Context: an optimization exercise on an open-source flow, tuned for small area. The choices shown serve that exercise and are no tape-out recipe.
No activity file was given, so power comes from the tool's default toggle rates.

## flash_download_sequencer
module flash_download_sequencer (
   input  logic        clock,
   input  logic        reset,
   input  logic        csr_valid,
   output logic        csr_ready,
   input  logic [2:0]  csr_index,
   input  logic [31:0] csr_data,
   input  logic        req_tvalid,
   output logic        req_tready,
   input  logic [31:0] req_tdata,   
   input  logic [10:0] req_tuser,   
   output logic        rsp_tvalid,
   input  logic        rsp_tready,
   output logic [71:0] rsp_tdata,
   output logic [2:0]  rsp_tuser    
);
   localparam logic [2:0] C_PROG    = 3'd0;
   localparam logic [2:0] C_UNL_OK  = 3'd1;
   localparam logic [2:0] C_UNL_BAD = 3'd2;
   localparam logic [2:0] C_SIZE    = 3'd3;
   localparam logic [2:0] C_XFER    = 3'd4;
   localparam logic [2:0] C_EXIT    = 3'd5;
   localparam logic [2:0] C_UNK     = 3'd6;
   localparam logic [2:0] S_IDLE = 3'd0;
   localparam logic [2:0] S_PROG = 3'd1;
   localparam logic [2:0] S_UNLK = 3'd2;
   localparam logic [2:0] S_DONE = 3'd3;
   localparam logic [2:0] S_EXIT = 3'd4;
   localparam logic [2:0] S_SZ0  = 3'd6;
   localparam logic [2:0] S_SZ1  = 3'd7;
   localparam logic [2:0] R_POS    = 3'b000;
  ...
Size: about 1000 cells after synthesis, ~160 I/O pins.
export LEC_CHECK = 0
export CAP_MARGIN = 5
export CORE_MARGIN = 2
export CORE_UTILIZATION = 55
export PLACE_DENSITY = 0.7
export SLEW_MARGIN = 5
create_clock -name core_clock -period 4.0 [get_ports {clock}]
standard.sh (not shown) runs the stock make flow with config.mk's settings and CLKGATE_MAP_FILE= SYNTH_SCRIPT=/design/flow/synth_recipe.tcl, a recipe that flattens the netlist after the stock synthesis.
==> flow/flow/run.sh <==
#!/bin/bash
# Standard ORFS layout with two changes: the port buffers use the smallest
# buffer cell, and clock tree synthesis inserts no dummy loads and uses
# clkbuf_8 with larger sink clusters.
set -euo pipefail
export BUFFER_PORTS_ARGS="-buffer_cell sky130_fd_sc_hd__buf_1"
export CTS_ARGS="-sink_clustering_enable -repair_clock_nets -dont_use_dummy_load -buf_list sky130_fd_sc_hd__clkbuf_8 -sink_clustering_size 20 -sink_clustering_max_diameter 60"
bash standard.sh > standard_flow.log 2>&1
Change:
Settings changed: CAP_MARGIN 5 to 20, CORE_UTILIZATION 55 to 40, PLACE_DENSITY 0.7 to default, SLEW_MARGIN 5 to 20.
The new run finished with timing, DRC and antenna clean.
Setup slack gets better by 84 ps.
Design area rose by about 1.5%.
Cell count rises by about 10%.
Clock power increases by about 8%.
Clock skew fell by 4.5 ps.
Fmax is higher by about 3%.
Core utilization drops by 16 points.
Non-clock buffer count is higher by 2.
Wire length grows by 11%.
Critical path depth climbs by 5.
Combinational power went up by about 4%.
No run of this note included a check of the RTL's function; only the layout flow was run.


== green ==
Another version of the RTL of flash_download_sequencer (not shown whole).
Size: ~1100 cells after synthesis, about 380 flip-flops, roughly 160 I/O pins, roughly 16000 um2 of cells after synthesis.
Design flash_download_sequencer, start of the top module:
module flash_download_sequencer (
   input  logic        clock,
   input  logic        reset,
   input  logic        csr_valid,
   output logic        csr_ready,
   input  logic [2:0]  csr_index,
   input  logic [31:0] csr_data,
   input  logic        req_tvalid,
   output logic        req_tready,
   input  logic [31:0] req_tdata,   
   input  logic [10:0] req_tuser,   
   output logic        rsp_tvalid,
   input  logic        rsp_tready,
   output logic [71:0] rsp_tdata,
   output logic [2:0]  rsp_tuser    
);
   localparam logic [2:0] C_PROG    = 3'd0;
   localparam logic [2:0] C_UNL_OK  = 3'd1;
   localparam logic [2:0] C_UNL_BAD = 3'd2;
   localparam logic [2:0] C_SIZE    = 3'd3;
   localparam logic [2:0] C_XFER    = 3'd4;
   localparam logic [2:0] C_EXIT    = 3'd5;
   localparam logic [2:0] C_UNK     = 3'd6;
   localparam logic [2:0] S_IDLE = 3'd0;
   localparam logic [2:0] S_PROG = 3'd1;
   localparam logic [2:0] S_UNLK = 3'd2;
   localparam logic [2:0] S_DONE = 3'd3;
   localparam logic [2:0] S_EXIT = 3'd4;
   localparam logic [2:0] S_SZ0  = 3'd6;
   localparam logic [2:0] S_SZ1  = 3'd7;
   localparam logic [2:0] R_POS    = 3'b000;
   localparam logic [2:0] R_NEG    = 3'b001;
   localparam logic [2:0] R_NONE   = 3'b010;
   localparam logic [2:0] R_LAUNCH = 3'b011;
   localparam logic [2:0] R_WRITE  = 3'b100;
   logic [10:0] program_id, unlock_id, size_id, transfer_id, exit_id;
   logic [31:0] unlock_key, image_base;
   assign csr_ready = 1'b1;
   logic [31:0] cdata;
   logic [6:0]  cwe;
   assign cdata = csr_data & {32{~reset}};
   always_comb begin
  ...
==> flow/config.mk <==
export PLATFORM = sky130hd
export DESIGN_NAME = flash_download_sequencer
export DESIGN_NICKNAME = flash_download_sequencer
export VERILOG_FILES = /design/flow/design.v
export SDC_FILE = /design/flow/constraint.sdc
export NUM_CORES = 4
export LEC_CHECK = 0
export CAP_MARGIN = 20
export CORE_MARGIN = 2
export CORE_UTILIZATION = 40
export SLEW_MARGIN = 20
==> flow/constraint.sdc <==
create_clock -name core_clock -period 4.0 [get_ports {clock}]
set_input_delay 0.8000 -clock core_clock [delete_from_list [all_inputs] [get_ports {clock}]]
set_output_delay 0.8000 -clock core_clock [all_outputs]
set_load 0.01 [all_outputs]
==> flow/flow/run.sh <==
#!/bin/bash
# Standard ORFS layout (the standard.sh) with these changes:
#  - after the floorplan, OpenROAD's restructure re-maps the combinational
#    logic for area (registers, ports and the power grid are untouched);
#  - the port buffers use the smallest buffer cell;
#  - clock tree synthesis inserts no dummy loads and uses clkbuf_8 with
#    larger sink clusters.
# Each tool's output goes to a log file of its own in this folder.
set -euo pipefail
export BUFFER_PORTS_ARGS="-buffer_cell sky130_fd_sc_hd__buf_1"
export CTS_ARGS="-sink_clustering_enable -repair_clock_nets -dont_use_dummy_load -buf_list sky130_fd_sc_hd__clkbuf_8 -sink_clustering_size 20 -sink_clustering_max_diameter 60"
here=$(pwd)
export RMP_WORK="$here"
bash standard.sh floorplan > flow_1_floorplan.log 2>&1
mkdir -p "$here/rmp"
openroad -no_init -exit -log "$here/flow_2_restructure.log" "$here/flow/restructure.tcl" \
   > /dev/null 2>&1 || { tail -20 "$here/flow_2_restructure.log"; exit 1; }
bash standard.sh > flow_3_finish.log 2>&1
==> flow/flow/restructure.tcl <==
# Re-map the floorplanned design's combinational logic for area.
set res [glob $::env(RMP_WORK)/orfs/results/*/flash_download_sequencer/base]
set lib [glob $::env(FLOW_HOME)/platforms/$::env(FLOW_PLATFORM)/lib/sky130_fd_sc_hd__tt_025C_1v80.lib]
read_db $res/2_floorplan.odb
read_liberty $lib
read_sdc $res/2_floorplan.sdc
source $::env(FLOW_HOME)/platforms/$::env(FLOW_PLATFORM)/setRC.tcl
set_dont_use {sky130_fd_sc_hd__probe_p_8 sky130_fd_sc_hd__probec_p_8 sky130_fd_sc_hd__lpflow_*}
report_design_area
cd $::env(RMP_WORK)/rmp
restructure -target area -liberty_file $lib \
   -tielo_port sky130_fd_sc_hd__conb_1/LO -tiehi_port sky130_fd_sc_hd__conb_1/HI \
   -work_dir . -abc_logfile abc.log
report_design_area
write_db $res/2_floorplan.odb
green finished all stages; however, its layout fails the closing checks, the failures being negative setup slack.
What orange does differently from green at the input level:
==> flow/flow/run.sh <==
#!/bin/bash
# Standard ORFS layout with two changes: the port buffers use the smallest
# buffer cell, and clock tree synthesis inserts no dummy loads and uses
# clkbuf_8 with larger sink clusters.
set -euo pipefail
export BUFFER_PORTS_ARGS="-buffer_cell sky130_fd_sc_hd__buf_1"
export CTS_ARGS="-sink_clustering_enable -repair_clock_nets -dont_use_dummy_load -buf_list sky130_fd_sc_hd__clkbuf_16 -sink_clustering_size 35 -sink_clustering_max_diameter 80"
bash standard.sh > standard_flow.log 2>&1
removed: flow/flow/restructure.tcl
==> summary.txt <==
- Ran to the end and failed final checks on negative setup slack: orange.
- Fraction of power consumed by combinational cells: orange vs green down 4.3 points
- Comparing orange and green, the higher final design instance area without fill was measured on green.
- Compared with green, orange shows layout cell share with drive strength beyond 1 lower by 4.2 points.
- Going from green to orange, power shrank by a few percent.
- Compared with green, orange shows vias per cell lower by 10%.
- Between green and orange, number of global-route vias before repair decreased.
- Sort orange and green by number of antenna violations at the first check in global routing asc -> top: orange
- green reports its capturing instance or port of the critical path as rem_q[25] while orange reports addr_n[31].
- The run showing the smaller core utilization of the finished layout is orange.
- When the final numbers for orange and green were put side by side, the post-layout minimum cycle time turned out to be greater in orange.
No run of this note included a check of the RTL's function; only the layout flow was run.

-- afterwards: timing with drivers on the ports --
The flow's constraints put no driver on any port. The routed layouts listed below were extracted and timed again, unchanged, in two steps.
Step 1: set_driving_cell puts a clkbuf_16 on clock and a buf_2 on each other input, an assumption about the parent block.
Step 2 adds t to the input delays and takes it off the output delays; t is the mean of the earliest and latest rising clock arrival at the registers after step 1. Input paths then give back, and output paths get back, about the clock's delay inside the block.
a / b / c = ideal ports / drivers / drivers and shift; a / b = the first two.
run | shift t [ns] | slack for setup (ns) | latest minus earliest clock arrival (ns) | worst data-port slew with drivers (ns) | pins driven straight from the clock port
the first run of note 1 | 0.605 | 0.977 / 0.977 / 0.950 | 0.049 / 0.049 | 0.07 | 1
the second run of note 1 | 0.635 | 1.062 / 1.062 / 0.924 | 0.045 / 0.045 | 0.12 | 1
green | 0.629 | -0.320 / -0.320 / -0.320 | 0.082 / 0.083 | 0.09 | 1
orange | 0.560 | -1.332 / -1.332 / -1.332 | 0.050 / 0.050 | 0.09 | 1
For the second run of note 1, which loses most, drivers alone change the setup slack by 0.000 ns; drivers and shift together by -0.138 ns.
